Background: an optimization exercise with open tools, aiming at small area, a short achievable clock period and few clock cycles. Do not read the settings as production practice. The RTL was checked by simulation tests, not by an equivalence proof against the original design. Power and IR drop assume default switching activity.

===== design.v =====
`timescale 1ns / 1ps
package gmdfs_pkg;
	localparam int GRID_ROWS  = 8;
	localparam int GRID_COLS  = 8;
	localparam int CELL_SLOTS = 64;
	localparam int IDX_W      = 6;
	localparam int BR_DEPTH   = CELL_SLOTS / 2;
	localparam logic CMD_LOAD = 1'b0;
	localparam logic CMD_RUN  = 1'b1;
	localparam logic [1:0] DIR_RIGHT = 2'd0;
	localparam logic [1:0] DIR_DOWN  = 2'd1;
	localparam logic [1:0] DIR_LEFT  = 2'd2;
	localparam logic [1:0] DIR_UP    = 2'd3;
endpackage
`timescale 1ns / 1ps
`timescale 1ns / 1ps
module grid_maze_dfs_path_finder (
	input  logic       clk,
	input  logic       arst_n,
	input  logic       item_valid,
	output logic       item_stall,
	input  logic       cmd,
	input  logic [2:0] cell_row,
	input  logic [2:0] cell_col,
	input  logic       blocked,
	output logic       result_valid,
	input  logic       result_stall,
	output logic       found,
	output logic [2:0] path_row,
	output logic [2:0] path_col,
	output logic       last
);
	localparam int N  = gmdfs_pkg::CELL_SLOTS;
	localparam int FD = gmdfs_pkg::BR_DEPTH - 1;    
	logic srch_q;      
	logic gw_q;        
	logic mw_q;        
	logic pend_q;      
	logic sb_q;        
	logic [5:0] x_q;
	logic outm_q;      
	logic miss_q;      
	logic ob_q;        
	logic [5:0] y_q;
	logic [N-1:0] wall_q;
	logic [N-1:0] vis_q;
	logic [1:0]   par0_q [N];
	logic [1:0]   par1_q [N];
	logic       tos_v_q;
	logic [5:0] tos_b_q;
	logic [2:0] tos_m_q;   
	logic [4:0] fp_q;
	logic [8:0] stk_q [FD];
	logic item_acc;
	logic res_acc;
	logic done;
	logic run_acc;
	logic load_acc;
	logic start;
	logic out_free;
	assign result_valid = outm_q || miss_q;
	assign found        = outm_q;
	assign path_row     = y_q[5:3];
	assign path_col     = y_q[2:0];
	assign last         = y_q == 6'd0;
	assign item_stall   = pend_q;
	assign item_acc = item_valid && !item_stall;
	assign res_acc  = result_valid && !result_stall;
	assign done     = res_acc && last;
	assign run_acc  = item_acc && cmd == gmdfs_pkg::CMD_RUN;
	assign load_acc = item_acc && cmd == gmdfs_pkg::CMD_LOAD;
	assign start    = (run_acc || pend_q) && !(srch_q || gw_q || mw_q);
	assign out_free = !result_valid || done;
	logic s_cr;
	logic s_cd;
	assign s_cr = !wall_q[1];
	assign s_cd = !wall_q[8];
	logic [N-1:0] dec;
	logic [N-1:0] free;
	logic [N-1:0] f_r;
	logic [N-1:0] f_d;
	logic [N-1:0] f_l;
	logic [N-1:0] f_u;
	logic [N-1:0] nv;
	logic [1:0]   nv_dir [N];
	for (genvar k = 0; k < N; k++) begin : g_cell
		localparam int R = k / 8;
		localparam int C = k % 8;
		logic from_l;   
		logic from_r;
		logic from_u;
		logic from_d;
		assign dec[k]  = x_q == 6'(k);
		assign free[k] = !vis_q[k];
		assign f_r[k]  = (C != 7) ? free[(C != 7) ? k + 1 : k] : 1'b0;
		assign f_d[k]  = (R != 7) ? free[(R != 7) ? k + 8 : k] : 1'b0;
		assign f_l[k]  = (C != 0) ? free[(C != 0) ? k - 1 : k] : 1'b0;
		assign f_u[k]  = (R != 0) ? free[(R != 0) ? k - 8 : k] : 1'b0;
		assign from_l  = (C != 0) ? dec[(C != 0) ? k - 1 : k] : 1'b0;
		assign from_r  = (C != 7) ? dec[(C != 7) ? k + 1 : k] : 1'b0;
		assign from_u  = (R != 0) ? dec[(R != 0) ? k - 8 : k] : 1'b0;
		assign from_d  = (R != 7) ? dec[(R != 7) ? k + 8 : k] : 1'b0;
		assign nv[k]   = srch_q && free[k] && (from_l || from_r || from_u || from_d);
		assign nv_dir[k] = from_l ? gmdfs_pkg::DIR_LEFT :
			from_u ? gmdfs_pkg::DIR_UP :
			from_r ? gmdfs_pkg::DIR_RIGHT : gmdfs_pkg::DIR_DOWN;
	end
	logic c_r;
	logic c_d;
	logic c_l;
	logic c_u;
	logic any;
	logic [2:0] rem;
	logic [5:0] x_r;
	logic [5:0] x_d;
	logic [5:0] x_l;
	logic [5:0] x_u;
	logic [5:0] x_top;
	assign c_r = f_r[x_q];
	assign c_d = f_d[x_q];
	assign c_l = f_l[x_q];
	assign c_u = f_u[x_q];
	assign any = c_r || c_d || c_l || c_u;
	assign rem = {c_l && c_u, c_d && (c_l || c_u), c_r && (c_d || c_l || c_u)};
	assign x_r = {x_q[5:3], x_q[2:0] + 3'd1};
	assign x_d = {x_q[5:3] + 3'd1, x_q[2:0]};
	assign x_l = {x_q[5:3], x_q[2:0] - 3'd1};
	assign x_u = {x_q[5:3] - 3'd1, x_q[2:0]};
	assign x_top = c_u ? x_u : c_l ? x_l : c_d ? x_d : x_r;
	logic [5:0] t_nx;
	logic [2:0] tos_m_left;
	logic       push;
	logic       take;
	logic       pop;
	always_comb begin
		if (tos_m_q[2]) begin
			t_nx       = {tos_b_q[5:3], tos_b_q[2:0] - 3'd1};
			tos_m_left = {1'b0, tos_m_q[1:0]};
		end else if (tos_m_q[1]) begin
			t_nx       = {tos_b_q[5:3] + 3'd1, tos_b_q[2:0]};
			tos_m_left = {2'b00, tos_m_q[0]};
		end else begin
			t_nx       = {tos_b_q[5:3], tos_b_q[2:0] + 3'd1};
			tos_m_left = 3'b000;
		end
	end
	assign push = srch_q && (rem != 3'b000);
	assign take = srch_q && !any && tos_v_q;
	assign pop  = take && (tos_m_left == 3'b000);
	logic goal_nx;
	logic dead;
	logic goal_req;
	logic miss_req;
	logic hand_goal;
	logic hand_miss;
	assign goal_nx  = any ? (x_top == 6'd63) : (tos_v_q && t_nx == 6'd63);
	assign dead     = !any && !tos_v_q;
	assign goal_req = (srch_q && goal_nx) || gw_q;
	assign miss_req = (srch_q && dead) || mw_q || (start && !s_cr && !s_cd);
	assign hand_goal = goal_req && out_free;
	assign hand_miss = miss_req && out_free;
	logic [1:0] pd;
	logic [5:0] y_par;
	assign pd = ob_q ? par1_q[y_q] : par0_q[y_q];
	always_comb begin
		case (pd)
			gmdfs_pkg::DIR_RIGHT: y_par = {y_q[5:3], y_q[2:0] + 3'd1};
			gmdfs_pkg::DIR_DOWN:  y_par = {y_q[5:3] + 3'd1, y_q[2:0]};
			gmdfs_pkg::DIR_LEFT:  y_par = {y_q[5:3], y_q[2:0] - 3'd1};
			default:              y_par = {y_q[5:3] - 3'd1, y_q[2:0]};
		endcase
	end
	always_ff @(posedge clk or negedge arst_n) begin
		if (!arst_n) begin
			srch_q <= 1'b0;
			gw_q   <= 1'b0;
			mw_q   <= 1'b0;
			pend_q <= 1'b0;
			outm_q <= 1'b0;
			miss_q <= 1'b0;
		end else begin
			srch_q <= (start && (s_cr || s_cd)) || (srch_q && !goal_nx && !dead);
			gw_q   <= goal_req && !out_free;
			mw_q   <= miss_req && !out_free;
			pend_q <= (pend_q || run_acc) && !start;
			outm_q <= hand_goal || (outm_q && !done);
			miss_q <= hand_miss || (miss_q && !done);
		end
	end
	always_ff @(posedge clk) begin
		if (start) x_q <= s_cd ? 6'd8 : 6'd1;
		else if (srch_q) x_q <= any ? x_top : t_nx;
	end
	always_ff @(posedge clk) begin
		if (hand_goal) y_q <= 6'd63;
		else if (hand_miss) y_q <= 6'd0;
		else if (outm_q && res_acc) y_q <= y_par;
	end
	always_ff @(posedge clk or negedge arst_n) begin
		if (!arst_n) begin
			ob_q <= 1'b0;
			sb_q <= 1'b0;
		end else if (hand_goal) begin
			ob_q <= sb_q;
			sb_q <= !sb_q;
		end
	end
	always_ff @(posedge clk or negedge arst_n) begin
		if (!arst_n) wall_q <= '0;
		else if (load_acc) wall_q[{cell_row, cell_col}] <= blocked;
	end
	always_ff @(posedge clk) begin
		if (start) vis_q <= wall_q | N'(64'h103);
		else vis_q <= vis_q | nv;
	end
	for (genvar k = 0; k < N; k++) begin : g_par
		logic       we;
		logic [1:0] wd;
		always_comb begin
			we = nv[k];
			wd = nv_dir[k];
			if (k == 1 && start) begin
				we = 1'b1;
				wd = gmdfs_pkg::DIR_LEFT;
			end else if (k == 8 && start) begin
				we = 1'b1;
				wd = gmdfs_pkg::DIR_UP;
			end
		end
		always_ff @(posedge clk) begin
			if (we && !sb_q) par0_q[k] <= wd;
			if (we && sb_q) par1_q[k] <= wd;
		end
	end
	always_ff @(posedge clk) begin
		if (start) begin
			tos_v_q <= s_cr && s_cd;
			tos_b_q <= 6'd0;
			tos_m_q <= 3'b001;
			fp_q    <= '0;
		end else if (push) begin
			tos_v_q <= 1'b1;
			tos_b_q <= x_q;
			tos_m_q <= rem;
			if (tos_v_q) fp_q <= fp_q + 5'd1;
		end else if (take) begin
			if (!pop) begin
				tos_m_q <= tos_m_left;
			end else if (fp_q != '0) begin
				{tos_b_q, tos_m_q} <= stk_q[fp_q - 5'd1];
				fp_q <= fp_q - 5'd1;
			end else begin
				tos_v_q <= 1'b0;
			end
		end
	end
	always_ff @(posedge clk) begin
		if (push && tos_v_q) stk_q[fp_q] <= {tos_b_q, tos_m_q};
	end
endmodule

===== run.sh =====
#!/bin/bash
# synth_recipe.tcl (not shown) runs the flow's synth.tcl, then flattens the netlist and writes it again
# the make line also repeats each setting of config.mk as NAME=value (left out here)
make -C /OpenROAD-flow-scripts/flow DESIGN_CONFIG=/design/flow/config.mk WORK_HOME=/design/flow/orfs CLKGATE_MAP_FILE= SYNTH_SCRIPT=/design/flow/synth_recipe.tcl finish

===== constraint.sdc =====
create_clock -name core_clock -period 7.0 [get_ports {clk}]
set_input_delay 1.4000 -clock core_clock [delete_from_list [all_inputs] [get_ports {clk}]]
set_output_delay 1.4000 -clock core_clock [all_outputs]
set_load 0.01 [all_outputs]

===== config.mk =====
export PLATFORM = sky130hd
export DESIGN_NAME = grid_maze_dfs_path_finder
export DESIGN_NICKNAME = grid_maze_dfs_path_finder
export VERILOG_FILES = /design/flow/design.v
export SDC_FILE = /design/flow/constraint.sdc
export NUM_CORES = 4
export LEC_CHECK = 0
export CAP_MARGIN = 20
export CORE_MARGIN = 2
export CORE_UTILIZATION = 40
export SLEW_MARGIN = 20

==> impl_metrics.json, run 1 <==
{
  "die_w_um": 287,
  "path_clk_slew_ns": 0.06,
  "synth-compound-area-share_pct": 11.1,
  "min_period_ns": 5.15,
  "grt_usage_pct": 28.5,
  "h-tree-depth": 3,
  "worst_pin_slew_ns": 1.23,
  "place.gp.congestion": 1.01,
  "tns_ns": 0,
  "coreArea_mm2": 0.0791,
  "cp.arrival_ns": 5.70,
  "finalNonFillerCells": 3652,
  "ff2ff_setup_slack_ns": 1.85,
  "drt_wl_total_mm": 118,
  "crit_fanout": 27,
  "post-dp-hpwl_mm": 85.4,
  "cts_resized": 0,
  "hold_start": "wall_q[38]",
  "synth-main-ff-cell": "edfxtp_1",
  "min_delay_path_depth": 1,
  "finalMaxSlewViolations": 0,
  "pre_cts_ws_ns": 2.01,
  "cts.path.max_buffers": 3,
  "post_synth_xor_area_fraction_pct": 0.575,
  "critPathKind": "flip-flop to flip-flop",
  "die_h_um": 287,
  "drive_above_1_share_pct": 14.0,
  "grt.overflow.total": 0,
  "regArea_mm2": 0.0197,
  "multiInputGateArea_mm2": 0.0115,
  "cts.sink_count": 695,
  "synth_top_family_by_area": "simple AND/OR/NAND/NOR gates",
  "netlist_instances": 2543,
  "dieArea_mm2": 0.0823,
  "fmax_mhz": 194,
  "cts_made_buffers": 77,
  "clk-insertion-delay-late_ns": 0.64,
  "rsz0062_at_grt": "no",
  "fillers": 7153,
  "dp_cells": 3509,
  "p_per_area_mw_per_mm2": 486,
  "clock_skew_ns": 0.0314,
  "ys_warn_count": 4,
  "outcome": "complete, no violations",
  "yosys.area_share.simple_pct": 13.1,
  "syn_avg_cell_area_um2": 12.6,
  "vias": 23500,
  "layout_common_cells": "540 x edfxtp_1, 273 x nor2_1, 250 x nand2_1",
  "dpl_cell_area_mm2": 0.0334,
  "final_nets": 2572,
  "slew_headroom_pct": 17.3,
  "io_pins": 22,
  "cts_tree": "done",
  "synth.cell_area_mm2": 0.0320,
  "hold_buffers": 0,
  "grt_pass1_vias": 22600,
  "postCtsSetupRepairBufs": 0,
  "grt_pass1_wl_mm": 167,
  "regToRegEndpoint": "fp_q[3]",
  "cp-end-kind": "flip-flop",
  "drc": 0,
  "r2r_cells": 11,
  "hold_path_class": "flip-flop to flip-flop",
  "synth_edf_count": 540,
  "synth_mux_area_share_pct": 10.1,
  "rr_startpoint": "x_q[5]",
  "drt_pass1_iterations": 6,
  "layout_commonest_cell": "edfxtp_1",
  "ys_types": 91,
  "finalHoldViolCount": 0,
  "ir_drop_v": 0.000278,
  "num_rows": 103,
  "antenna_found_initial": 2,
  "fin_crit_sh_pct": 73.6,
  "grt_start_max_net_pins": 84,
  "synthAdderAreaFrac_pct": 0.966,
  "initial_core_util_pct": 40.4,
  "synth.net_count": 2576,
  "synth_seq_cells": 695,
  "design_area_mm2": 0.0360,
  "numPortBuffers": 21,
  "drv_cap": 0,
  "syn2layout_area_growth_pct": 12.5,
  "setup_viol": 0,
  "crit_required_ns": 7.55,
  "drtAntennaViolNets": 0,
  "ys_seq_area_share_pct": 61.5,
  "drt_iter0_drc": 3710,
  "via_per_inst": 6.43,
  "power_mw": 17.5,
  "p_leak_nw": 12.0,
  "fin_ws_ns": 1.85,
  "avgRoutedWirePerCell_um": 32.2,
  "cts-root-buf": "clkbuf_16",
  "start_kind": "flip-flop",
  "min_to": "wall_q[38]",
  "async_reset_ff_share_pct": 10.2
}
-- cell families after synthesis --
logic type	after synthesis
AND/OR/NAND/NOR	876
flip-flops	695
buffers and inverters	213
adder cells (fa/ha/maj)	24
XOR/XNOR	21
AO/OA/AOI/OAI	512
multiplexers	202
-- worst max path at each step --
stage,start,to,slack (ns),cells past startpoint
after floorplan,fp_q[0],tos_m_q[2],2.48,13
after global placement,x_q[1],stk_q[24][0],2.08,10
after detailed placement,x_q[5],fp_q[3],2.01,11
after CTS,x_q[1],stk_q[27][1],2.00,10
after global routing,x_q[1],stk_q[18][8],1.62,10
final,x_q[5],fp_q[3],1.85,11
-- per-stage QoR --
stage / hold WS (ns) / util [%]
3_5_place_dp: 0.483 / 42.2
6_report: 0.503 / 45.5
5_1_grt: 0.517 / 45.5
4_1_cts: 0.506 / 45.5
3_3_place_gp: 0.484 / 42.2
2_1_floorplan: 0.438 / -
-- worst max-delay path, stage by stage (launching register included) --
cell and delay, ns:
edfxtp_1 0.86, clkinv_1 0.60, nand2_1 0.17, buf_4 0.36
a211oi_1 0.12, o32ai_2 0.36, nand2_1 0.39, or4_1 0.72
a2111oi_4 0.74, nor2_2 0.19, or3_1 0.38, a21oi_1 0.15
-- per-layer routing --
layer  part of all wire (%)  global-route usage (%)
met3                     13                    9.41
met5                      0                       0
met2                     42                    40.5
met4                    4.0                    10.1
met1                     41                    40.6
-- final cells by class --
class	count	share of cell area [%]
flip-flops and latches	695	54.7
multi-input cells	1635	32.1
clock buffers	93	5.78
well taps	1050	3.65
repair buffers	90	2.02
clock inverters	48	1.36
inverters	40	0.417
diodes	1	0.00696
-- power breakdown --
part / internal, mW / leakage (nW) / total, mW / switching [mW]
registers: 5.24 / 6.56 / 6.10 / 0.851
clock network: 2.36 / 1.24 / 4.10 / 1.73
logic: 2.55 / 4.25 / 7.31 / 4.76
-- Yosys cell counts (all sizes together), types with 25 or more instances --
library cell / instances / area share, %
dfrtp: 71 / 5.6
mux4: 93 / 6.5
dfxtp: 84 / 5.3
nor3b: 56 / 1.3
nand3: 60 / 0.94
clkbuf: 138 / 1.6
nor3: 88 / 1.4
o21ai: 113 / 1.8
a221oi: 25 / 0.68
buf: 35 / 0.65
nand2: 250 / 2.9
a211oi: 32 / 0.77
mux2i: 70 / 2.2
a22o: 73 / 2.0
a21oi: 109 / 1.7
edfxtp: 540 / 51
nor2: 274 / 3.2
inv: 36 / 0.42
mux2: 39 / 1.4
-- sequential cells by signal, summed over array words and instances, names as in the netlist, 3 cells and up --
name,cells
stk_q,279
par0_q,127
wall_q,63
tos_m_q,3
vis_q,64
fp_q,5
par1_q,127
tos_b_q,6
x_q,6
y_q,6
Testbench counts, summed over its fixed seeds: cycles 20,037.
==> run 2: changes to the inputs <==
--- a/design.v
+++ b/design.v
@@ -255,6 +255,6 @@
 		end
 	end
 	always_ff @(posedge clk) begin
-		if (push && tos_v_q) stk_q[fp_q] <= {tos_b_q, tos_m_q};
+		stk_q[fp_q] <= {tos_b_q, tos_m_q};
 	end
 endmodule
--- a/config.mk
+++ b/config.mk
@@ -8,4 +8,5 @@
 export CAP_MARGIN = 20
 export CORE_MARGIN = 2
 export CORE_UTILIZATION = 40
+export SETUP_SLACK_MARGIN = 4
 export SLEW_MARGIN = 20
==> run 2 against run 1 <==
  * Still clean on timing, DRC and antenna
  * Core utilization rose by 4.4 points
  * Fmax rose by 34%
  * Final area rose by 9.8%
  * Clock power fell by 4%
==> impl_metrics.json, run 2 <==
{
  "outcome": "complete, no violations",
  "pwr-share-clk_pct": 19.3,
  "grt_pass1_vias": 23200,
  "drt_wl_total_mm": 121,
  "dieArea_mm2": 0.0824,
  "fin_crit_sh_pct": 54.9,
  "place.gp.congestion": 1.05,
  "grt_usage_pct": 29.0,
  "fmax_mhz": 260,
  "min_period_ns": 3.85,
  "layout_common_cells": "540 x edfxtp_1, 213 x nand2_1, 209 x nor2_1",
  "p_int_mw": 11.7,
  "met1_usage_pct": 40.8,
  "ff2ff_setup_slack_ns": 3.15,
  "netlist_instances": 2579,
  "start_kind": "flip-flop",
  "use_met3_pct": 9.19,
  "syn_avg_cell_area_um2": 12.4,
  "fin_util_pct": 49.9,
  "async_reset_ff_share_pct": 10.2,
  "regToRegEndpoint": "y_q[2]",
  "syn2layout_area_growth_pct": 23.3,
  "synth-main-ff-cell": "edfxtp_1",
  "slew_headroom_pct": 26.2,
  "critPathKind": "flip-flop to flip-flop",
  "h-tree-depth": 3,
  "synth_top_cell_area_share_pct": 50.6,
  "tns_ns": 0,
  "antenna_found_initial": 2,
  "avgRoutedWirePerCell_um": 31.5,
  "cp-end-kind": "flip-flop",
  "grt_start_max_net_pins": 92,
  "cts.path.max_buffers": 3,
  "io_pins": 22,
  "rsz0062_at_grt": "yes",
  "hold_buffers": 0,
  "grt.overflow.total": 0,
  "numPortBuffers": 21,
  "p_switching_mw": 8.72,
  "crit_required_ns": 7.51,
  "cts.sink_count": 695,
  "holdWs_ns": 0.471,
  "via_per_inst": 6.38,
  "initial_core_util_pct": 40.5,
  "grt_pass1_wl_mm": 171,
  "finalMaxSlewViolations": 0,
  "synth_seq_cells": 695,
  "drive_above_1_share_pct": 30.0,
  "r2r_cells": 15,
  "crit_fanout": 5,
  "hold_path_class": "flip-flop to flip-flop",
  "die_w_um": 287,
  "p_seq_share_pct": 30.6,
  "p_per_area_mw_per_mm2": 516,
  "multiInputGateArea_mm2": 0.0132,
  "num_rows": 103,
  "min_to": "vis_q[60]",
  "largest_registers": "stk_q: 279 flops, par0_q: 127 flops, par1_q: 127 flops",
  "drv_cap": 0,
  "die_h_um": 287,
  "vias": 24600,
  "ys_warn_count": 4,
  "synth_most_common_cell": "edfxtp_1",
  "largest_register": "stk_q",
  "drtAntennaViolNets": 0,
  "finalHoldViolCount": 0,
  "min_delay_path_depth": 2,
  "synthTopCellsByArea": "edfxtp_1 51%, dfrtp_1 5.5%, mux4_2 5.5%, dfxtp_1 5.3%, nor2_1 3.0%",
  "drt_iter0_drc": 3739,
  "fillers": 6854,
  "p_leak_nw": 13.5,
  "ys_seq_area_share_pct": 61.4,
  "rr_startpoint": "y_q[3]",
  "synth.net_count": 2611,
  "combPwrFrac_pct": 50.1,
  "drt_pass1_iterations": 8,
  "regArea_mm2": 0.0197,
  "largest_register_ffs": 279,
  "path_clk_slew_ns": 0.06,
  "drc": 0,
  "layout_commonest_cell": "edfxtp_1",
  "hold_start": "wall_q[60]",
  "setup_viol": 0,
  "yosys.area.top_type": "edfxtp_1",
  "synth_edf_count": 540,
  "synth_common_cells": "540 x edfxtp_1, 255 x nor2_1, 228 x nand2_1, 160 x o21ai_0, 138 x clkbuf_1",
  "power.share.switching_pct": 42.8,
  "post-dp-hpwl_mm": 82.1,
  "clk-insertion-delay-late_ns": 0.65,
  "met2_usage_pct": 41.4,
  "coreArea_mm2": 0.0791,
  "ys_types": 99,
  "cts_tree": "done",
  "clock_skew_ns": 0.0396,
  "worst_pin_slew_ns": 1.10,
  "cp.arrival_ns": 4.35,
  "cts_made_buffers": 75,
  "grt_busiest_layer": "met2",
  "power_mw": 20.4,
  "ir_drop_v": 0.000337,
  "synth.cell_area_mm2": 0.0320,
  "final_nets": 2768,
  "cts-root-buf": "clkbuf_16"
}
## run 2: layer usage
layer,vias up,wire length (um)
met5,-,0
met4,0,5600
met3,304,16100
met2,1763,51500
met1,12300,48200
li1,10200,-
## run 2: what timing repair did
item	in CTS	in global routing
endpoints found under the setup margin	555	252
cloned	9	0
buffers inserted	130	49
pin swaps	52	79
gates resized for setup	355	187
## run 2: final cells by class
cell class,count,share of cell area (%)
diodes,3,0.0190
well taps,1050,3.33
multi-input cells,1660,33.5
inverters,43,0.466
flip-flops and latches,695,49.9
repair buffers,261,6.60
clock inverters,43,1.17
clock buffers,95,5.06
## run 2: kinds of logic after synthesis
logic type | after synthesis | synth area share, %
buffers and inverters | 227 | 3.26
adders and majority gates | 22 | 0.895
xor gates and xnor gates | 20 | 0.547
AOI/OAI and AO/OA | 520 | 10.8
and+or+nand+nor | 910 | 13.7
muxes | 185 | 9.33
DFF | 695 | 61.4
## run 2: worst max-delay path by stage
stage                      start          to  cells past startpoint
final                     y_q[3]      y_q[2]                     15
after global routing      y_q[3]      y_q[2]                     16
after CTS                 y_q[5]      y_q[2]                     15
after detailed placement  x_q[1]        ob_q                     12
after global placement    x_q[1]  tos_b_q[0]                     12
after floorplan           x_q[1]        ob_q                     10
## run 2: worst max-delay path, cell delays in order, from the launching register on
cell,delay [ns]
dfxtp_4,0.36
buf_6,0.15
buf_4,0.14
and4b_2,0.28
a222oi_1,0.57
nand2_1,0.18
nand3_2,0.12
nand4_1,0.32
o221ai_2,0.32
nand2_1,0.12
or2_4,0.27
fa_2,0.35
xnor2_1,0.13
nor2_1,0.16
xnor2_1,0.14
o21ai_1,0.09
## run 2: power by group through the flow
stage,sequential (mW),clock [mW],combinational (mW)
after floorplan,5.85,0,5.23
after global placement,6.34,0,7.33
after detailed placement,6.35,0,7.37
after CTS,6.16,3.97,9.19
after global routing,6.25,4.14,10.6
final,6.25,3.93,10.2
## run 2: stage by stage
step                cells  worst slack [ns]  cell area [um^2]
global placement     3521              2.17             33400
detailed placement   3521              2.05             33400
floorplan            2579              3.80             32500
global route         3847              3.13             39500
CTS                  3798              3.46             38400
finish               3850              3.15             39500
Testbench counts of run 2, summed over its fixed seeds: cycles 20,037.
==> run 3: changes to the inputs <==
--- a/design.v
+++ b/design.v
@@ -38,10 +38,14 @@
 	logic pend_q;      
 	logic sb_q;        
 	logic [5:0] x_q;
+	logic [7:0] xr_q;      
+	logic [7:0] xc_q;      
 	logic outm_q;      
 	logic miss_q;      
 	logic ob_q;        
 	logic [5:0] y_q;
+	logic [7:0] yr_q;      
+	logic [7:0] yc_q;      
 	logic [N-1:0] wall_q;
 	logic [N-1:0] vis_q;
 	logic [1:0]   par0_q [N];
@@ -69,7 +73,7 @@
 	assign done     = res_acc && last;
 	assign run_acc  = item_acc && cmd == gmdfs_pkg::CMD_RUN;
 	assign load_acc = item_acc && cmd == gmdfs_pkg::CMD_LOAD;
-	assign start    = (run_acc || pend_q) && !(srch_q || gw_q || mw_q);
+	assign start    = (run_acc || pend_q) && !srch_q && !((gw_q || mw_q) && !out_free);
 	assign out_free = !result_valid || done;
 	logic s_cr;
 	logic s_cd;
@@ -116,10 +120,20 @@
 	logic [5:0] x_l;
 	logic [5:0] x_u;
 	logic [5:0] x_top;
-	assign c_r = f_r[x_q];
-	assign c_d = f_d[x_q];
-	assign c_l = f_l[x_q];
-	assign c_u = f_u[x_q];
+	logic [7:0] rs_r;
+	logic [7:0] rs_d;
+	logic [7:0] rs_l;
+	logic [7:0] rs_u;
+	for (genvar r = 0; r < 8; r++) begin : g_rs
+		assign rs_r[r] = xr_q[r] && |(xc_q & f_r[r*8 +: 8]);
+		assign rs_d[r] = xr_q[r] && |(xc_q & f_d[r*8 +: 8]);
+		assign rs_l[r] = xr_q[r] && |(xc_q & f_l[r*8 +: 8]);
+		assign rs_u[r] = xr_q[r] && |(xc_q & f_u[r*8 +: 8]);
+	end
+	assign c_r = |rs_r;
+	assign c_d = |rs_d;
+	assign c_l = |rs_l;
+	assign c_u = |rs_u;
 	assign any = c_r || c_d || c_l || c_u;
 	assign rem = {c_l && c_u, c_d && (c_l || c_u), c_r && (c_d || c_l || c_u)};
 	assign x_r = {x_q[5:3], x_q[2:0] + 3'd1};
@@ -149,25 +163,61 @@
 	assign pop  = take && (tos_m_left == 3'b000);
 	logic goal_nx;
 	logic dead;
-	logic goal_req;
-	logic miss_req;
 	logic hand_goal;
 	logic hand_miss;
-	assign goal_nx  = any ? (x_top == 6'd63) : (tos_v_q && t_nx == 6'd63);
+	logic at_67;
+	logic at_76;
+	logic t_goal;
+	assign at_67  = xr_q[6] && xc_q[7];
+	assign at_76  = xr_q[7] && xc_q[6];
+	assign t_goal = (tos_b_q == 6'd55 && tos_m_q[1]) ||
+		(tos_b_q == 6'd62 && tos_m_q == 3'b001);
+	assign goal_nx = (at_67 && c_d && !c_l && !c_u) || (at_76 && c_r && !c_l && !c_u) ||
+		(!any && tos_v_q && t_goal);
 	assign dead     = !any && !tos_v_q;
-	assign goal_req = (srch_q && goal_nx) || gw_q;
-	assign miss_req = (srch_q && dead) || mw_q || (start && !s_cr && !s_cd);
-	assign hand_goal = goal_req && out_free;
-	assign hand_miss = miss_req && out_free;
+	assign hand_goal = gw_q && out_free;
+	assign hand_miss = mw_q && out_free;
 	logic [1:0] pd;
 	logic [5:0] y_par;
-	assign pd = ob_q ? par1_q[y_q] : par0_q[y_q];
+	logic [7:0] pr0;
+	logic [7:0] pr1;
+	logic [15:0] ysel;
+	assign ysel = {yc_q & {8{ob_q}}, yc_q & {8{!ob_q}}};
+	for (genvar r = 0; r < 8; r++) begin : g_pr
+		always_comb begin
+			pr0[r] = 1'b0;
+			pr1[r] = 1'b0;
+			for (int c = 0; c < 8; c++) begin
+				pr0[r] = pr0[r] | (ysel[c] & par0_q[r*8 + c][0]) | (ysel[8 + c] & par1_q[r*8 + c][0]);
+				pr1[r] = pr1[r] | (ysel[c] & par0_q[r*8 + c][1]) | (ysel[8 + c] & par1_q[r*8 + c][1]);
+			end
+		end
+	end
+	assign pd = {|(yr_q & pr1), |(yr_q & pr0)};
+	logic [7:0] yr_par;
+	logic [7:0] yc_par;
 	always_comb begin
 		case (pd)
-			gmdfs_pkg::DIR_RIGHT: y_par = {y_q[5:3], y_q[2:0] + 3'd1};
-			gmdfs_pkg::DIR_DOWN:  y_par = {y_q[5:3] + 3'd1, y_q[2:0]};
-			gmdfs_pkg::DIR_LEFT:  y_par = {y_q[5:3], y_q[2:0] - 3'd1};
-			default:              y_par = {y_q[5:3] - 3'd1, y_q[2:0]};
+			gmdfs_pkg::DIR_RIGHT: begin
+				y_par  = {y_q[5:3], y_q[2:0] + 3'd1};
+				yr_par = yr_q;
+				yc_par = {yc_q[6:0], 1'b0};
+			end
+			gmdfs_pkg::DIR_DOWN: begin
+				y_par  = {y_q[5:3] + 3'd1, y_q[2:0]};
+				yr_par = {yr_q[6:0], 1'b0};
+				yc_par = yc_q;
+			end
+			gmdfs_pkg::DIR_LEFT: begin
+				y_par  = {y_q[5:3], y_q[2:0] - 3'd1};
+				yr_par = yr_q;
+				yc_par = {1'b0, yc_q[7:1]};
+			end
+			default: begin
+				y_par  = {y_q[5:3] - 3'd1, y_q[2:0]};
+				yr_par = {1'b0, yr_q[7:1]};
+				yc_par = yc_q;
+			end
 		endcase
 	end
 	always_ff @(posedge clk or negedge arst_n) begin
@@ -180,21 +230,60 @@
 			miss_q <= 1'b0;
 		end else begin
 			srch_q <= (start && (s_cr || s_cd)) || (srch_q && !goal_nx && !dead);
-			gw_q   <= goal_req && !out_free;
-			mw_q   <= miss_req && !out_free;
+			gw_q   <= (srch_q && goal_nx) || (gw_q && !out_free);
+			mw_q   <= (srch_q && dead) || (start && !s_cr && !s_cd) || (mw_q && !out_free);
 			pend_q <= (pend_q || run_acc) && !start;
 			outm_q <= hand_goal || (outm_q && !done);
 			miss_q <= hand_miss || (miss_q && !done);
 		end
 	end
+	logic [7:0] xr_top;
+	logic [7:0] xc_top;
+	logic [7:0] tr_oh;
+	logic [7:0] tc_oh;
+	always_comb begin
+		if (c_u) begin
+			xr_top = {1'b0, xr_q[7:1]};
+			xc_top = xc_q;
+		end else if (c_l) begin
+			xr_top = xr_q;
+			xc_top = {1'b0, xc_q[7:1]};
+		end else if (c_d) begin
+			xr_top = {xr_q[6:0], 1'b0};
+			xc_top = xc_q;
+		end else begin
+			xr_top = xr_q;
+			xc_top = {xc_q[6:0], 1'b0};
+		end
+	end
+	assign tr_oh = 8'(1) << t_nx[5:3];
+	assign tc_oh = 8'(1) << t_nx[2:0];
 	always_ff @(posedge clk) begin
-		if (start) x_q <= s_cd ? 6'd8 : 6'd1;
-		else if (srch_q) x_q <= any ? x_top : t_nx;
+		if (start) begin
+			x_q  <= s_cd ? 6'd8 : 6'd1;
+			xr_q <= s_cd ? 8'h02 : 8'h01;
+			xc_q <= s_cd ? 8'h01 : 8'h02;
+		end else if (srch_q) begin
+			x_q  <= any ? x_top : t_nx;
+			xr_q <= any ? xr_top : tr_oh;
+			xc_q <= any ? xc_top : tc_oh;
+		end
 	end
 	always_ff @(posedge clk) begin
-		if (hand_goal) y_q <= 6'd63;
-		else if (hand_miss) y_q <= 6'd0;
-		else if (outm_q && res_acc) y_q <= y_par;
+		if (hand_goal) begin
+			y_q  <= 6'd63;
+			yr_q <= 8'h80;
+			yc_q <= 8'h80;
+		end else if (hand_miss) begin
+			y_q  <= 6'd0;
+			yr_q <= 8'h01;
+			yc_q <= 8'h01;
+		end else if (outm_q && res_acc) begin
+			y_q  <= {|(yr_par & 8'hf0), |(yr_par & 8'hcc), |(yr_par & 8'haa),
+				|(yc_par & 8'hf0), |(yc_par & 8'hcc), |(yc_par & 8'haa)};
+			yr_q <= yr_par;
+			yc_q <= yc_par;
+		end
 	end
 	always_ff @(posedge clk or negedge arst_n) begin
 		if (!arst_n) begin
@@ -227,9 +316,15 @@
 				wd = gmdfs_pkg::DIR_UP;
 			end
 		end
+		logic wb;
+		if (k == 1 || k == 8) begin : g_wb
+			assign wb = start ? (sb_q ^ hand_goal) : sb_q;
+		end else begin : g_wb
+			assign wb = sb_q;
+		end
 		always_ff @(posedge clk) begin
-			if (we && !sb_q) par0_q[k] <= wd;
-			if (we && sb_q) par1_q[k] <= wd;
+			if (we && !wb) par0_q[k] <= wd;
+			if (we && wb) par1_q[k] <= wd;
 		end
 	end
 	always_ff @(posedge clk) begin
==> run 3 against run 2 <==
  * Still clean
  * Die area increased by 0.72%
  * Synthesized area is 0.73% higher
  * Setup slack improved by 0.44 ns
  * Sequential share of layout area increased by 2.3 points
  * Routed wire length decreased by 12%
  * Clock power is 2% higher
  * Combinational power down 9%
  * Hold slack lost 0.0032 ns
  * Power decreased by 2.3%
  * Global-route usage is 4.2 points lower
  * Critical path depth shrank 5
  * Fmax is 13% higher
  * Largest cell class unchanged
  * Largest power group unchanged
  * Highest routed layer is now met5
==> impl_metrics.json, run 3 <==
{
  "power_mw": 19.9,
  "hold_buffers": 0,
  "cts_tree": "done",
  "cp.arrival_ns": 3.74,
  "min_period_ns": 3.41,
  "hold_path_class": "flip-flop to flip-flop",
  "final_nets": 2760,
  "grt_pass1_wl_mm": 152,
  "netlist_instances": 2595,
  "synth.net_count": 2626,
  "synth_seq_cells": 727,
  "layout_commonest_cell": "edfxtp_1",
  "io_pins": 22,
  "drt_iter0_drc": 3369,
  "die_h_um": 288,
  "path_clk_slew_ns": 0.07,
  "synth_most_common_cell": "edfxtp_1",
  "drc": 0,
  "ys_types": 77,
  "largest_register": "stk_q",
  "p_leak_nw": 13.4,
  "synth_common_cells": "556 x edfxtp_1, 275 x nor2_1, 249 x nand2_1, 137 x clkbuf_1, 106 x o21ai_0",
  "dpl_cell_area_mm2": 0.0336,
  "initial_core_util_pct": 40.3,
  "yosys.area.top_type": "edfxtp_1",
  "fin_util_pct": 49.0,
  "synth-main-ff-cell": "edfxtp_1",
  "cts-root-buf": "clkbuf_16",
  "ys_seq_area_share_pct": 63.5,
  "via_per_inst": 6.36,
  "start_kind": "flip-flop",
  "grt.overflow.total": 0,
  "p_per_area_mw_per_mm2": 507,
  "num_rows": 104,
  "drive_above_1_share_pct": 26.3,
  "synthTopCellsByArea": "edfxtp_1 52%, dfxtp_1 6.2%, dfrtp_1 5.5%, mux4_2 5.0%, nor2_1 3.2%",
  "finalNonFillerCells": 3856,
  "async_reset_ff_share_pct": 9.77,
  "critPathKind": "flip-flop to flip-flop",
  "crit_fanout": 6,
  "setup_viol": 0,
  "antenna_found_initial": 9,
  "grt_start_max_net_pins": 96,
  "syn_avg_cell_area_um2": 12.4,
  "design_area_mm2": 0.0393,
  "place.gp.congestion": 1.03,
  "syn2layout_area_growth_pct": 21.7,
  "layout_common_cells": "556 x edfxtp_1, 232 x nand2_1, 213 x nor2_1",
  "outcome": "complete, no violations",
  "dp_cells": 3535,
  "h-tree-depth": 3,
  "ys_warn_count": 4,
  "drt_pass1_iterations": 9,
  "dieArea_mm2": 0.0829,
  "synth_top_cell_area_share_pct": 51.7,
  "rsz0062_at_grt": "yes",
  "cts.sink_count": 727,
  "fin_crit_sh_pct": 48.7,
  "clk-insertion-delay-late_ns": 0.64,
  "fillers": 6872,
  "avgRoutedWirePerCell_um": 27.8,
  "largest_registers": "stk_q: 279 flops, par0_q: 127 flops, par1_q: 127 flops",
  "largest_register_ffs": 279,
  "clock_skew_ns": 0.0371,
  "cts_made_buffers": 78,
  "fmax_mhz": 293,
  "cts.path.max_buffers": 3,
  "drv_cap": 0,
  "worst_pin_slew_ns": 1.10,
  "post-dp-hpwl_mm": 69.2,
  "grt_pass1_vias": 23100,
  "slew_headroom_pct": 26.1,
  "finalHoldViolCount": 0,
  "synth_edf_count": 556,
  "numPortBuffers": 21,
  "coreArea_mm2": 0.0802,
  "die_w_um": 288,
  "finalMaxSlewViolations": 0,
  "crit_required_ns": 7.34,
  "drt_wl_total_mm": 107,
  "cp-end-kind": "flip-flop",
  "drtAntennaViolNets": 0,
  "ir_drop_v": 0.000299,
  "grt_usage_pct": 24.8,
  "vias": 24500,
  "synth.cell_area_mm2": 0.0323,
  "tns_ns": 0
}
-- run 3: changes by cell type after synthesis, moves of 36 or more --
cell / previous run / this run
nand3_1: 123 / 27
o22ai_1: 5 / 76
o21ai_0: 160 / 106
inv_1: 39 / 79
a22o_1: 37 / 74
a31oi_1: 20 / 56
-- run 3: per-layer routing --
layer | GRT usage [%] | vias to the layer above | wire (um)
met3 | 7.30 | 396 | 13100
met5 | 0.523 | - | 144
met1 | 34.3 | 12200 | 42400
li1 | - | 10300 | -
met4 | 9.74 | 10 | 4810
met2 | 36.6 | 1678 | 46500
-- run 3: layout make-up --
cell class              instances  area [um^2]  share of cell area (%)
inverters                      89          382                   0.972
well taps                    1060         1330                    3.38
multi-input cells            1606        12400                    31.5
diodes                          5         12.5                  0.0319
clock inverters                41          382                   0.972
repair inverters                6         47.5                   0.121
clock buffers                 101         2070                    5.27
repair buffers                221         2190                    5.58
flip-flops and latches        727        20500                    52.2
-- run 3: path summary, 6_finish.rpt --
check                      depth (start not counted)  startpoint    endpoint  slack, ns
hold reg to reg                                    2      miss_q      miss_q       0.47
setup reg to reg                                  10     xc_q[3]     tos_v_q       3.59
hold / removal                                     2      miss_q      miss_q       0.47
min in group asynchronous                          1      arst_n  wall_q[37]       0.56
max in group asynchronous                          2      arst_n        ob_q       5.21
setup / recovery                                  10     xc_q[3]     tos_v_q       3.59
-- run 3: repair_timing --
action	4_1_cts	5_1_grt
setup buffers	89	67
pin swaps	54	82
gates resized for setup	232	239
setup endpoints to repair	575	309
gates cloned	9	9
hold endpoints to repair	0	0
-- run 3: metrics by stage --
step | hold slack (ns) | worst slack, ns
after global routing | 0.521 | 3.59
after floorplan | 0.427 | 3.96
after CTS | 0.468 | 3.75
after global placement | 0.454 | 2.71
final | 0.467 | 3.59
after detailed placement | 0.457 | 2.67
-- run 3: logic make-up (layout without fill, tap and decap cells) --
group / after synthesis / count (layout) / share of synthesized area [%]
compound gates: 629 / 630 / 13.5
xor+xnor: 17 / 18 / 0.461
fa+ha+maj: 20 / 20 / 0.768
buf+inv: 269 / 458 / 3.40
flops: 727 / 727 / 63.5
mux: 127 / 127 / 6.82
other cells: 0 / 5 / 0
simple gates: 806 / 811 / 11.6
-- run 3: where the power goes --
group	internal, mW	switching [mW]	total (mW)
clock network	2.24	1.78	4.01
logic	3.61	5.65	9.26
registers	5.71	0.933	6.64
total	11.6	8.36	19.9
-- run 3: critical path, cell delays in order, from the launching register on --
cell      delay [ns]
edfxtp_1        0.52
clkinv_4        0.16
buf_4           0.14
o22ai_1         0.06
or4_4           0.55
a222oi_1        0.34
and3_4          0.34
nand4_4         0.20
buf_6           0.18
or3_4           0.37
o211ai_1        0.23
Testbench counts of run 3, summed over its fixed seeds: cycles 20,045.
==> run 4: changes to the inputs <==
--- a/config.mk
+++ b/config.mk
@@ -7,6 +7,6 @@
 export LEC_CHECK = 0
 export CAP_MARGIN = 20
 export CORE_MARGIN = 2
-export CORE_UTILIZATION = 40
-export SETUP_SLACK_MARGIN = 4
+export CORE_UTILIZATION = 55
+export SETUP_SLACK_MARGIN = 4.5
 export SLEW_MARGIN = 20
==> run 4 against run 3 <==
  * Clock-buffer cell count stayed put
  * Fmax is 0.96% higher
  * Non-clock buffer count is 158 higher
  * Setup slack better by 0.032 ns
  * Clock skew is 0.017 ns lower
  * Critical path depth stayed put
  * Hold slack better by 0.028 ns
  * Routed wire length is 14% higher
  * Clock power is 3% higher
  * Register-to-register slack better by 0.03 ns
  * Final cell count is 3.7% lower
  * Sequential share of layout area is 4.2 points lower
  * Critical path type unchanged
  * Largest cell class unchanged
==> impl_metrics.json, run 4 <==
{
  "min_delay_path_depth": 2,
  "tns_ns": 0,
  "critPathKind": "flip-flop to flip-flop",
  "place.gp.congestion": 1.01,
  "synthTopCellsByArea": "edfxtp_1 52%, dfxtp_1 6.2%, dfrtp_1 5.5%, mux4_2 5.0%, nor2_1 3.2%",
  "io_pins": 22,
  "synth_top_family_by_area": "compound AO/OA/AOI/OAI gates",
  "p_per_area_mw_per_mm2": 521,
  "drt_pass1_iterations": 9,
  "coreArea_mm2": 0.0578,
  "combPwrFrac_pct": 50.6,
  "synth_seq_cells": 727,
  "cts.sink_count": 727,
  "yosys.area_share.simple_pct": 11.6,
  "crit_fanout": 6,
  "synth_common_cells": "556 x edfxtp_1, 275 x nor2_1, 249 x nand2_1, 137 x clkbuf_1, 106 x o21ai_0",
  "cts_tree": "done",
  "use_met3_pct": 14.7,
  "multiInputGateArea_mm2": 0.0142,
  "synth_edf_count": 556,
  "ys_warn_count": 4,
  "num_rows": 88,
  "cts-root-buf": "clkbuf_16",
  "p_int_mw": 12.8,
  "layout_common_cells": "556 x edfxtp_1, 217 x buf_4, 214 x nand2_1",
  "antenna_found_initial": 1,
  "post-dp-hpwl_mm": 73.1,
  "syn2layout_area_growth_pct": 32.7,
  "cp.arrival_ns": 3.94,
  "avgRoutedWirePerCell_um": 32.8,
  "worst_pin_slew_ns": 1.11,
  "die_w_um": 246,
  "clk-insertion-delay-late_ns": 0.63,
  "min_period_ns": 3.38,
  "ir_drop_v": 0.000382,
  "layout_commonest_cell": "edfxtp_1",
  "p_switching_mw": 9.54,
  "fmax_mhz": 296,
  "fillers": 3668,
  "synth-main-ff-cell": "edfxtp_1",
  "largest_register": "stk_q",
  "numPortBuffers": 21,
  "dieArea_mm2": 0.0606,
  "crit_required_ns": 7.56,
  "holdWs_ns": 0.495,
  "netlist_instances": 2595,
  "rsz0062_at_grt": "yes",
  "grt_usage_pct": 38.2,
  "ys_types": 77,
  "pwr-share-clk_pct": 18.5,
  "fin_crit_sh_pct": 48.2,
  "synth_mux_area_share_pct": 6.82,
  "met2_usage_pct": 53.3,
  "h-tree-depth": 3,
  "drt_wl_total_mm": 122,
  "synth.cell_area_mm2": 0.0323,
  "drc": 0,
  "syn_avg_cell_area_um2": 12.4,
  "p_leak_nw": 14.9,
  "hold_path_class": "flip-flop to flip-flop",
  "via_per_inst": 7.03,
  "slew_headroom_pct": 25.8,
  "r2r_cells": 10,
  "initial_core_util_pct": 55.8,
  "post_synth_xor_area_fraction_pct": 0.461,
  "grt_start_max_net_pins": 101,
  "ys_seq_area_share_pct": 63.5,
  "finalHoldViolCount": 0,
  "drt_iter0_drc": 3639,
  "p_seq_share_pct": 30.9,
  "path_clk_slew_ns": 0.07,
  "hold_buffers": 0,
  "final_nets": 2921,
  "drive_above_1_share_pct": 39.6,
  "yosys.area.top_type": "edfxtp_1",
  "async_reset_ff_share_pct": 9.77,
  "met1_usage_pct": 55.1,
  "drtAntennaViolNets": 0,
  "synth.net_count": 2626,
  "grt_pass1_vias": 24200,
  "grt_pass1_wl_mm": 166,
  "cts.path.max_buffers": 3,
  "regArea_mm2": 0.0205,
  "synthAdderAreaFrac_pct": 0.768,
  "die_h_um": 246,
  "antennaDiodeCount": 0,
  "drv_cap": 0,
  "finalMaxSlewViolations": 0,
  "largest_registers": "stk_q: 279 flops, par0_q: 127 flops, par1_q: 127 flops",
  "setup_viol": 0,
  "grt.overflow.total": 0,
  "vias": 26100,
  "start_kind": "flip-flop",
  "power.share.switching_pct": 42.8,
  "grt_busiest_layer": "met1",
  "synth-compound-area-share_pct": 13.5,
  "cp-end-kind": "flip-flop",
  "clock_skew_ns": 0.0197,
  "synth_top_cell_area_share_pct": 51.7,
  "cts_made_buffers": 76,
  "synth_most_common_cell": "edfxtp_1",
  "largest_register_ffs": 279,
  "outcome": "complete, no violations"
}
## run 4: cell counts after synthesis
No cell type changed its count.
## run 4: cell type report
class / instances / area share (%)
clock buffers: 101 / 4.96
clock inverters: 37 / 0.915
inverters: 89 / 0.918
multi-input cells: 1610 / 33.1
flip-flops and latches: 727 / 48.0
well taps: 765 / 2.24
repair buffers: 379 / 9.79
repair inverters: 7 / 0.126
## run 4: what timing repair did
action	CTS	global route
endpoints found under the setup margin	743	495
buffers inserted	196	93
endpoints found under the hold margin	0	0
cloned	26	19
pin swaps	131	143
gates resized for setup	615	373
## run 4: through the flow
stage / setup slack, ns / total power, mW / util [%] / std cells / cell area [um^2]
2_1_floorplan: 3.92 / 11.4 / - / 2595 / 33300
3_3_place_gp: 2.51 / 13.8 / 58.0 / 3241 / 33600
3_5_place_dp: 2.44 / 13.9 / 58.1 / 3242 / 33600
4_1_cts: 3.72 / 20.2 / 69.4 / 3602 / 40100
5_1_grt: 3.63 / 22.8 / 74.1 / 3715 / 42800
6_report: 3.62 / 22.3 / 74.1 / 3715 / 42800
## run 4: path summary, 6_finish.rpt
check,startpoint,to,slack [ns]
setup / recovery,vis_q[52],fp_q[2],3.62
hold / removal,wall_q[56],vis_q[56],0.50
setup reg to reg,vis_q[52],fp_q[2],3.62
hold reg to reg,wall_q[56],vis_q[56],0.50
max in group asynchronous,arst_n,ob_q,5.24
min in group asynchronous,arst_n,wall_q[36],0.66
## run 4: cell families after synthesis
logic type,after synthesis
fa+ha+maj,20
mux,127
compound gates,629
simple gates,806
xor+xnor,17
flops,727
buf+inv,269
## run 4: power by group through the flow
stage | Sequential [mW] | Clock [mW] | Combinational [mW]
after floorplan | 6.25 | 0 | 5.16
after global placement | 6.78 | 0 | 7.03
after detailed placement | 6.79 | 0 | 7.11
after CTS | 6.70 | 4.12 | 9.39
after global routing | 6.88 | 4.30 | 11.7
final | 6.89 | 4.12 | 11.3
## run 4: layer usage
| layer | share of wire [%] | routed length (um) | vias to the layer above |
|---|---|---|---|
| met3 | 15 | 17900 | 370 |
| met4 | 4.1 | 4970 | 2 |
| li1 | - | - | 10600 |
| met1 | 39 | 47100 | 13100 |
| met2 | 43 | 51800 | 1976 |
| met5 | 0.011 | 13 | - |
## run 4: critical path: stages, from the launching register on
cell	delay, ns
dfxtp_1	0.72
o22ai_1	0.16
or4_4	0.55
a22o_4	0.28
nor3_4	0.34
nand4_4	0.23
nor4_4	0.28
buf_4	0.21
nor2_4	0.06
or3_4	0.39
a21oi_2	0.11
==> run 5: changes to the inputs <==
--- a/design.v
+++ b/design.v
@@ -81,6 +81,8 @@
 	assign s_cd = !wall_q[8];
 	logic [N-1:0] dec;
 	logic [N-1:0] free;
+	logic [N-1:0] dend;
+	logic [N-1:0] okc;     
 	logic [N-1:0] f_r;
 	logic [N-1:0] f_d;
 	logic [N-1:0] f_l;
@@ -96,10 +98,16 @@
 		logic from_d;
 		assign dec[k]  = x_q == 6'(k);
 		assign free[k] = !vis_q[k];
-		assign f_r[k]  = (C != 7) ? free[(C != 7) ? k + 1 : k] : 1'b0;
-		assign f_d[k]  = (R != 7) ? free[(R != 7) ? k + 8 : k] : 1'b0;
-		assign f_l[k]  = (C != 0) ? free[(C != 0) ? k - 1 : k] : 1'b0;
-		assign f_u[k]  = (R != 0) ? free[(R != 0) ? k - 8 : k] : 1'b0;
+		assign dend[k] = (k != N - 1) &&
+			((C == 7) || vis_q[(C != 7) ? k + 1 : k]) &&
+			((R == 7) || vis_q[(R != 7) ? k + 8 : k]) &&
+			((C == 0) || vis_q[(C != 0) ? k - 1 : k]) &&
+			((R == 0) || vis_q[(R != 0) ? k - 8 : k]);
+		assign okc[k]  = free[k] && !dend[k];
+		assign f_r[k]  = (C != 7) ? okc[(C != 7) ? k + 1 : k] : 1'b0;
+		assign f_d[k]  = (R != 7) ? okc[(R != 7) ? k + 8 : k] : 1'b0;
+		assign f_l[k]  = (C != 0) ? okc[(C != 0) ? k - 1 : k] : 1'b0;
+		assign f_u[k]  = (R != 0) ? okc[(R != 0) ? k - 8 : k] : 1'b0;
 		assign from_l  = (C != 0) ? dec[(C != 0) ? k - 1 : k] : 1'b0;
 		assign from_r  = (C != 7) ? dec[(C != 7) ? k + 1 : k] : 1'b0;
 		assign from_u  = (R != 0) ? dec[(R != 0) ? k - 8 : k] : 1'b0;
==> run 5 against run 4 <==
  * Still clean on timing, DRC and antenna
  * Sequential power down 1%
  * Power is 8.6% lower
  * Hold slack lost 0.025 ns
  * Fmax increased by 5.7%
  * Non-clock buffer count fell by 47
  * Sequential share of layout area up 0.68 points
  * Clock skew increased by 0.011 ns
  * Synthesized cell count rose by 5.0%
  * Clock power shrank 2%
  * Combinational power fell by 16%
  * First-iteration DRC count up 13%
  * Largest power group unchanged
  * Highest routed layer unchanged
==> impl_metrics.json, run 5 <==
{
  "finalMaxSlewViolations": 0,
  "crit_family": "simple AND/OR/NAND/NOR gates",
  "cts-root-buf": "clkbuf_16",
  "met2_usage_pct": 54.1,
  "grt_pass1_wl_mm": 173,
  "largest_register": "stk_q",
  "dieArea_mm2": 0.0620,
  "multiInputGateArea_mm2": 0.0146,
  "fin_crit_sh_pct": 45.6,
  "ir_drop_v": 0.000424,
  "syn_avg_cell_area_um2": 12.1,
  "post-dp-hpwl_mm": 75.2,
  "drt_iter0_drc": 4103,
  "ff2ff_setup_slack_ns": 3.81,
  "vias": 26600,
  "synth.net_count": 2755,
  "synth_common_cells": "556 x edfxtp_1, 333 x nand2_1, 224 x nor2_1, 159 x clkbuf_1, 121 x o21ai_0",
  "drv_cap": 0,
  "drt_wl_total_mm": 119,
  "drtAntennaViolNets": 0,
  "regArea_mm2": 0.0207,
  "tns_ns": 0,
  "synth_most_common_cell": "edfxtp_1",
  "worst_pin_slew_ns": 1.02,
  "grt_start_max_net_pins": 78,
  "fillers": 4012,
  "p_switching_mw": 8.64,
  "cts.path.max_buffers": 3,
  "antenna_found_initial": 1,
  "p_seq_share_pct": 33.4,
  "die_w_um": 249,
  "hold_path_class": "flip-flop to flip-flop",
  "layout_common_cells": "556 x edfxtp_1, 292 x nand2_1, 212 x buf_4",
  "slew_headroom_pct": 32.1,
  "layout_commonest_cell": "edfxtp_1",
  "pwr-share-clk_pct": 19.8,
  "largest_registers": "stk_q: 279 flops, par0_q: 127 flops, par1_q: 127 flops",
  "final_nets": 2956,
  "cts.sink_count": 727,
  "min_delay_path_depth": 2,
  "p_per_area_mw_per_mm2": 480,
  "grt_busiest_layer": "met1",
  "async_reset_ff_share_pct": 9.77,
  "ys_warn_count": 4,
  "drc": 0,
  "io_pins": 22,
  "cp_slowest_cell": "or4_4",
  "netlist_instances": 2724,
  "grt_usage_pct": 38.0,
  "grt_pass1_vias": 25300,
  "power.share.switching_pct": 42.4,
  "r2r_cells": 11,
  "synthTopCellsByArea": "edfxtp_1 51%, dfxtp_1 6.1%, dfrtp_1 5.4%, mux4_2 4.9%, nand2_1 3.8%",
  "synth_seq_cells": 727,
  "critPathKind": "flip-flop to flip-flop",
  "hold_start": "wall_q[58]",
  "fmax_mhz": 313,
  "min_to": "vis_q[58]",
  "cpPeakStageDelay_ns": 0.63,
  "ys_seq_area_share_pct": 62.0,
  "drt_pass1_iterations": 9,
  "cts_made_buffers": 76,
  "die_h_um": 249,
  "syn2layout_area_growth_pct": 28.7,
  "coreArea_mm2": 0.0592,
  "finalHoldViolCount": 0,
  "synth_edf_count": 556,
  "h-tree-depth": 3,
  "place.gp.congestion": 1.03,
  "via_per_inst": 7.08,
  "min_period_ns": 3.19,
  "critPathBufInv": 1,
  "outcome": "complete, no violations",
  "combPwrFrac_pct": 46.8,
  "regToRegEndpoint": "tos_m_q[1]",
  "grt.overflow.total": 0,
  "yosys.area.top_type": "edfxtp_1",
  "initial_core_util_pct": 55.8,
  "setup_viol": 0,
  "ys_types": 75,
  "met1_usage_pct": 55.7,
  "fin_util_pct": 71.8,
  "largest_register_ffs": 279,
  "avgRoutedWirePerCell_um": 31.7,
  "p_leak_nw": 14.9,
  "path_cells": "nand4_1 > nor2b_1 > a221oi_2 > nand3_1 > a22o_1 > nor4b_4 > buf_6 > nand4_4 > or4_4 > o21a_1 > a21oi_2",
  "cp-end-kind": "flip-flop",
  "synth.cell_area_mm2": 0.0330,
  "crit_fanout": 8,
  "rsz0062_at_grt": "yes",
  "crit_required_ns": 7.56,
  "rr_startpoint": "vis_q[43]",
  "p_int_mw": 11.8,
  "numPortBuffers": 21,
  "start_kind": "flip-flop",
  "drive_above_1_share_pct": 37.5,
  "cp.arrival_ns": 3.75,
  "synth_top_cell_area_share_pct": 50.5,
  "use_met3_pct": 12.7,
  "path_clk_slew_ns": 0.06,
  "num_rows": 89,
  "clk-insertion-delay-late_ns": 0.65,
  "synth-main-ff-cell": "edfxtp_1",
  "clock_skew_ns": 0.0311,
  "cts_tree": "done"
}
run 5: cell types whose count changed after synthesis, sizes merged, moves of 17 or more:
cell | before | now
nand2 | 249 | 333
o22ai | 76 | 12
nor2 | 276 | 224
a41oi | 2 | 40
a22oi | 66 | 103
clkbuf | 138 | 160
inv | 87 | 68
a31oi | 56 | 74
nand3 | 27 | 45
buf | 42 | 59
run 5: worst max-delay path by stage:
| stage | depth (start not counted) | slack [ns] | endpoint | from |
|---|---|---|---|---|
| 3_5_place_dp | 9 | 2.71 | tos_b_q[0] | xc_q[6] |
| 3_3_place_gp | 9 | 2.71 | tos_b_q[2] | xc_q[5] |
| 4_1_cts | 11 | 3.90 | y_q[4] | yc_q[5] |
| 5_1_grt | 14 | 3.73 | y_q[2] | yc_q[5] |
| 2_1_floorplan | 10 | 4.00 | wall_q[32] | cell_col[1] |
| 6_report | 11 | 3.81 | tos_m_q[1] | vis_q[43] |
run 5: worst reg2reg max path: cells and delay by family, from the launching register on:
kind                   cells  cell delay [ns]
and+or+nand+nor            6             1.59
AOI/OAI and AO/OA          4             0.87
buffers and inverters      1             0.17
DFF                        1             0.48
run 5: metrics by stage:
step	area [um^2]	hold slack, ns	setup WS [ns]	instances	total power, mW
floorplan	34100	0.428	4.00	2724	11.3
global placement	34300	0.455	2.71	3342	13.4
detailed placement	34300	0.461	2.71	3342	13.5
CTS	41300	0.475	3.90	3702	19.5
global route	42500	0.488	3.73	3760	21.0
finish	42500	0.470	3.81	3761	20.4
run 5: logic make-up (layout without fill, tap and decap cells):
kind of cell	count (synthesis)	in the layout	synth area share [%]
adders and majority gates	20	20	0.750
xor gates and xnor gates	14	14	0.371
DFF	727	727	62.0
AOI/OAI and AO/OA	684	685	14.7
muxes	132	132	6.83
other	0	1	0
buffers and inverters	290	543	3.42
and+or+nand+nor	857	866	11.9
run 5: layout make-up:
class                           count  area share (%)
Multi-Input combinational cell   1717            34.4
Tap cell                          773            2.27
Clock buffer                       99            4.77
Timing Repair Buffer              332            8.18
Clock inverter                     41            1.05
Inverter                           71           0.718
Sequential cell                   727            48.6
Antenna cell                        1         0.00589
run 5: routing by layer:
metal  share of wire [%]  vias to the layer above
met1                  40                    13300
met2                  42                     1967
met3                  14                      359
li1                    -                    11000
met5               0.010                        -
met4                 3.6                        2
run 5: repair_timing:
| item | 4_1_cts | 5_1_grt |
|---|---|---|
| gates cloned | 22 | 1 |
| hold buffers | 0 | 0 |
| endpoints found under the hold margin | 0 | 0 |
| resized for setup | 742 | 179 |
| endpoints found under the setup margin | 690 | 533 |
| pin swaps | 129 | 88 |
| setup buffers | 198 | 57 |
run 5: power by group through the flow:
stage / Clock (mW) / Sequential, mW / Combinational, mW
floorplan: 0 / 6.15 / 5.15
global placement: 0 / 6.94 / 6.46
detailed placement: 0 / 6.97 / 6.54
CTS: 4.06 / 6.72 / 8.76
global route: 4.24 / 6.84 / 9.93
finish: 4.04 / 6.81 / 9.54
Testbench counts of run 5, summed over its fixed seeds: cycles 18,089.
==> run 6: changes to the inputs <==
--- a/design.v
+++ b/design.v
@@ -44,6 +44,8 @@
 	logic miss_q;      
 	logic ob_q;        
 	logic [5:0] y_q;
+	logic rv_q;        
+	logic last_q;      
 	logic [7:0] yr_q;      
 	logic [7:0] yc_q;      
 	logic [N-1:0] wall_q;
@@ -62,11 +64,11 @@
 	logic load_acc;
 	logic start;
 	logic out_free;
-	assign result_valid = outm_q || miss_q;
+	assign result_valid = rv_q;
 	assign found        = outm_q;
 	assign path_row     = y_q[5:3];
 	assign path_col     = y_q[2:0];
-	assign last         = y_q == 6'd0;
+	assign last         = last_q;
 	assign item_stall   = pend_q;
 	assign item_acc = item_valid && !item_stall;
 	assign res_acc  = result_valid && !result_stall;
@@ -77,8 +79,8 @@
 	assign out_free = !result_valid || done;
 	logic s_cr;
 	logic s_cd;
-	assign s_cr = !wall_q[1];
-	assign s_cd = !wall_q[8];
+	assign s_cr = !wall_q[1] && !(wall_q[2] && wall_q[9]);
+	assign s_cd = !wall_q[8] && !(wall_q[16] && wall_q[9]);
 	logic [N-1:0] dec;
 	logic [N-1:0] free;
 	logic [N-1:0] dend;
@@ -236,6 +238,7 @@
 			pend_q <= 1'b0;
 			outm_q <= 1'b0;
 			miss_q <= 1'b0;
+			rv_q   <= 1'b0;
 		end else begin
 			srch_q <= (start && (s_cr || s_cd)) || (srch_q && !goal_nx && !dead);
 			gw_q   <= (srch_q && goal_nx) || (gw_q && !out_free);
@@ -243,6 +246,7 @@
 			pend_q <= (pend_q || run_acc) && !start;
 			outm_q <= hand_goal || (outm_q && !done);
 			miss_q <= hand_miss || (miss_q && !done);
+			rv_q   <= hand_goal || hand_miss || (rv_q && !done);
 		end
 	end
 	logic [7:0] xr_top;
@@ -271,7 +275,7 @@
 			x_q  <= s_cd ? 6'd8 : 6'd1;
 			xr_q <= s_cd ? 8'h02 : 8'h01;
 			xc_q <= s_cd ? 8'h01 : 8'h02;
-		end else if (srch_q) begin
+		end else begin
 			x_q  <= any ? x_top : t_nx;
 			xr_q <= any ? xr_top : tr_oh;
 			xc_q <= any ? xc_top : tc_oh;
@@ -280,16 +284,19 @@
 	always_ff @(posedge clk) begin
 		if (hand_goal) begin
 			y_q  <= 6'd63;
+			last_q <= 1'b0;
 			yr_q <= 8'h80;
 			yc_q <= 8'h80;
 		end else if (hand_miss) begin
 			y_q  <= 6'd0;
+			last_q <= 1'b1;
 			yr_q <= 8'h01;
 			yc_q <= 8'h01;
 		end else if (outm_q && res_acc) begin
 			y_q  <= {|(yr_par & 8'hf0), |(yr_par & 8'hcc), |(yr_par & 8'haa),
 				|(yc_par & 8'hf0), |(yc_par & 8'hcc), |(yc_par & 8'haa)};
 			yr_q <= yr_par;
+			last_q <= yr_par[0] && yc_par[0];
 			yc_q <= yc_par;
 		end
 	end
--- a/config.mk
+++ b/config.mk
@@ -7,6 +7,6 @@
 export LEC_CHECK = 0
 export CAP_MARGIN = 20
 export CORE_MARGIN = 2
-export CORE_UTILIZATION = 55
-export SETUP_SLACK_MARGIN = 4.5
+export CORE_UTILIZATION = 40
+export SETUP_SLACK_MARGIN = 4
 export SLEW_MARGIN = 20
==> run 6 against run 5 <==
  * Synthesized area grew 1.0%
  * Sequential share of layout area increased by 1.9 points
  * Highest routed layer is now met4
  * Combinational power is 18% lower
  * Routed wire length fell by 0.78%
  * Via count down 2.4%
  * Non-clock buffer count decreased by 84
  * Final cell count rose by 6.9%
  * Clock skew grew 0.035 ns
  * Die area grew 38%
  * Synthesized cell count up 1.6%
  * Largest cell class unchanged
  * Global-route usage shrank 12 points
  * Hold slack better by 0.014 ns
  * Still clean
==> impl_metrics.json, run 6 <==
{
  "drv_cap": 0,
  "largest_register_ffs": 279,
  "num_rows": 105,
  "syn2layout_area_growth_pct": 22.8,
  "layout_common_cells": "556 x edfxtp_1, 294 x nand2_1, 239 x nor2_1",
  "slew_headroom_pct": 21.8,
  "synth.net_count": 2799,
  "grt_pass1_vias": 24500,
  "worst_pin_slew_ns": 1.17,
  "p_switching_mw": 7.34,
  "post-dp-hpwl_mm": 75.6,
  "start_kind": "flip-flop",
  "synth.cell_area_mm2": 0.0334,
  "syn_avg_cell_area_um2": 12.1,
  "via_per_inst": 6.46,
  "synth_common_cells": "556 x edfxtp_1, 313 x nand2_1, 284 x nor2_1, 132 x clkbuf_1, 123 x a21oi_1",
  "r2r_cells": 7,
  "vias": 26000,
  "cts-root-buf": "clkbuf_16",
  "outcome": "complete, no violations",
  "p_seq_share_pct": 34.2,
  "largest_registers": "stk_q: 279 flops, par0_q: 127 flops, par1_q: 127 flops",
  "grt_start_max_net_pins": 97,
  "grt_usage_pct": 26.5,
  "tns_ns": 0,
  "combPwrFrac_pct": 42.2,
  "drtAntennaViolNets": 0,
  "drt_iter0_drc": 3504,
  "antenna_found_initial": 0,
  "async_reset_ff_share_pct": 9.75,
  "min_delay_path_depth": 2,
  "p_leak_nw": 13.8,
  "antennaDiodeCount": 0,
  "cts.path.max_buffers": 3,
  "finalHoldViolCount": 0,
  "h-tree-depth": 3,
  "dieArea_mm2": 0.0857,
  "setup_viol": 0,
  "hold_buffers": 0,
  "cts_tree": "done",
  "coreArea_mm2": 0.0824,
  "drt_pass1_iterations": 7,
  "pwr-share-clk_pct": 23.6,
  "synth_seq_cells": 728,
  "multiInputGateArea_mm2": 0.0134,
  "grt.overflow.total": 0,
  "regArea_mm2": 0.0207,
  "netlist_instances": 2768,
  "cp-end-kind": "flip-flop",
  "p_per_area_mw_per_mm2": 455,
  "drive_above_1_share_pct": 27.9,
  "p_int_mw": 11.3,
  "fin_util_pct": 49.7,
  "drc": 0,
  "die_w_um": 293,
  "clock_skew_ns": 0.0657,
  "min_period_ns": 3.26,
  "fillers": 6961,
  "largest_register": "stk_q",
  "synth_most_common_cell": "edfxtp_1",
  "ir_drop_v": 0.000331,
  "critPathKind": "flip-flop to flip-flop",
  "yosys.area.top_type": "edfxtp_1",
  "hold_path_class": "flip-flop to flip-flop",
  "grt_pass1_wl_mm": 168,
  "cts_made_buffers": 82,
  "crit_required_ns": 7.36,
  "drt_wl_total_mm": 118,
  "power.share.switching_pct": 39.4,
  "avgRoutedWirePerCell_um": 29.4,
  "numPortBuffers": 21
}
-- run 6: cell count changes after synthesis, sizes merged, moves of 18 or more --
cell,change
nor2,+62
a21oi,+35
buf,+34
a31oi,-25
clkbuf,-25
inv,-25
nand2,-18
-- run 6: layout make-up --
class,count,share of cell area [%]
flip-flops and latches,728,50.6
clock inverters,52,1.39
well taps,1070,3.27
clock buffers,102,5.39
multi-input cells,1777,32.6
inverters,45,0.434
repair buffers,248,6.35
-- run 6: routing by layer --
metal / wire, um / track usage [%] / vias up / share of wire (%)
met5: 0 / 0 / - / 0
met4: 5390 / 10.9 / 0 / 4.6
met3: 13700 / 6.21 / 312 / 12
met2: 52400 / 39.9 / 1782 / 44
met1: 46700 / 36.8 / 13000 / 39
li1: - / - / 10900 / -
-- run 6: worst paths after layout --
check                           start             to  slack [ns]
max                            x_q[0]  par0_q[38][1]        3.74
min                        wall_q[59]      vis_q[59]        0.48
max reg2reg                    x_q[0]  par0_q[38][1]        3.74
min reg2reg                wall_q[59]      vis_q[59]        0.48
max in group asynchronous      arst_n           ob_q        5.30
min in group asynchronous      arst_n         pend_q        0.68
-- run 6: power groups by stage --
stage	logic, mW	clock network (mW)	registers (mW)
global route	8.22	4.60	6.39
global placement	5.26	0	6.53
floorplan	4.06	0	5.94
CTS	6.58	4.43	6.28
finish	7.87	4.40	6.38
detailed placement	5.33	0	6.56
-- run 6: kinds of logic after synthesis --
kind of cell	Yosys count	synth area share [%]
and+or+nand+nor	904	12.4
DFF	728	61.4
AOI/OAI and AO/OA	691	14.7
buffers and inverters	273	3.39
muxes	137	6.96
adders and majority gates	20	0.743
xor gates and xnor gates	15	0.394
-- run 6: per-stage QoR --
stage	power [mW]	worst slack, ns	instance area, um^2	cells
floorplan	10.0	4.00	33500	2768
global placement	11.8	2.47	34300	3670
detailed placement	11.9	2.43	34300	3670
CTS	17.3	3.76	39200	3948
global route	19.2	3.77	41000	4022
finish	18.6	3.74	41000	4022
-- run 6: repair_timing --
item | 4_1_cts | 5_1_grt
pin swaps | 35 | 71
setup endpoints to repair | 427 | 354
gates resized for setup | 265 | 264
setup buffers | 112 | 65
gates cloned | 12 | 8
-- run 6: worst max-delay path, stage by stage (launching register included) --
cell and delay (ns):
edfxtp_1 0.49, inv_1 0.17, ha_2 0.32, and3_2 0.35
a21oi_2 0.54, nor2_1 0.21, o21ai_0 0.68, nor3_1 0.20
Testbench counts of run 6, summed over its fixed seeds: cycles 18,071.

-- afterwards: timing with drivers on the ports --
How much do the figures lean on ideal ports? The routed layouts below were timed once more, with nothing changed but the port constraints. Step 1: set_driving_cell puts a clkbuf_16 on clk and a buf_2 on each other input, an assumption about the parent block. Step 2, shift: input delay + t, output delay - t, t = (earliest + latest rising clock arrival at the registers) / 2. This alone moves slack from input paths to output paths. Slacks: ideal / step 1 / step 2; pairs: ideal / step 1.
run	t (ns)	slack for setup (ns)
run 1	0.692	1.849 / 1.849 / 1.849
run 2	0.688	3.154 / 3.154 / 3.154
run 3	0.697	3.591 / 3.591 / 3.434
run 4	0.684	3.624 / 3.624 / 3.588
run 5	0.697	3.806 / 3.806 / 3.647
run 6	0.702	3.738 / 3.738 / 3.349
After both steps every run listed still meets setup and hold.
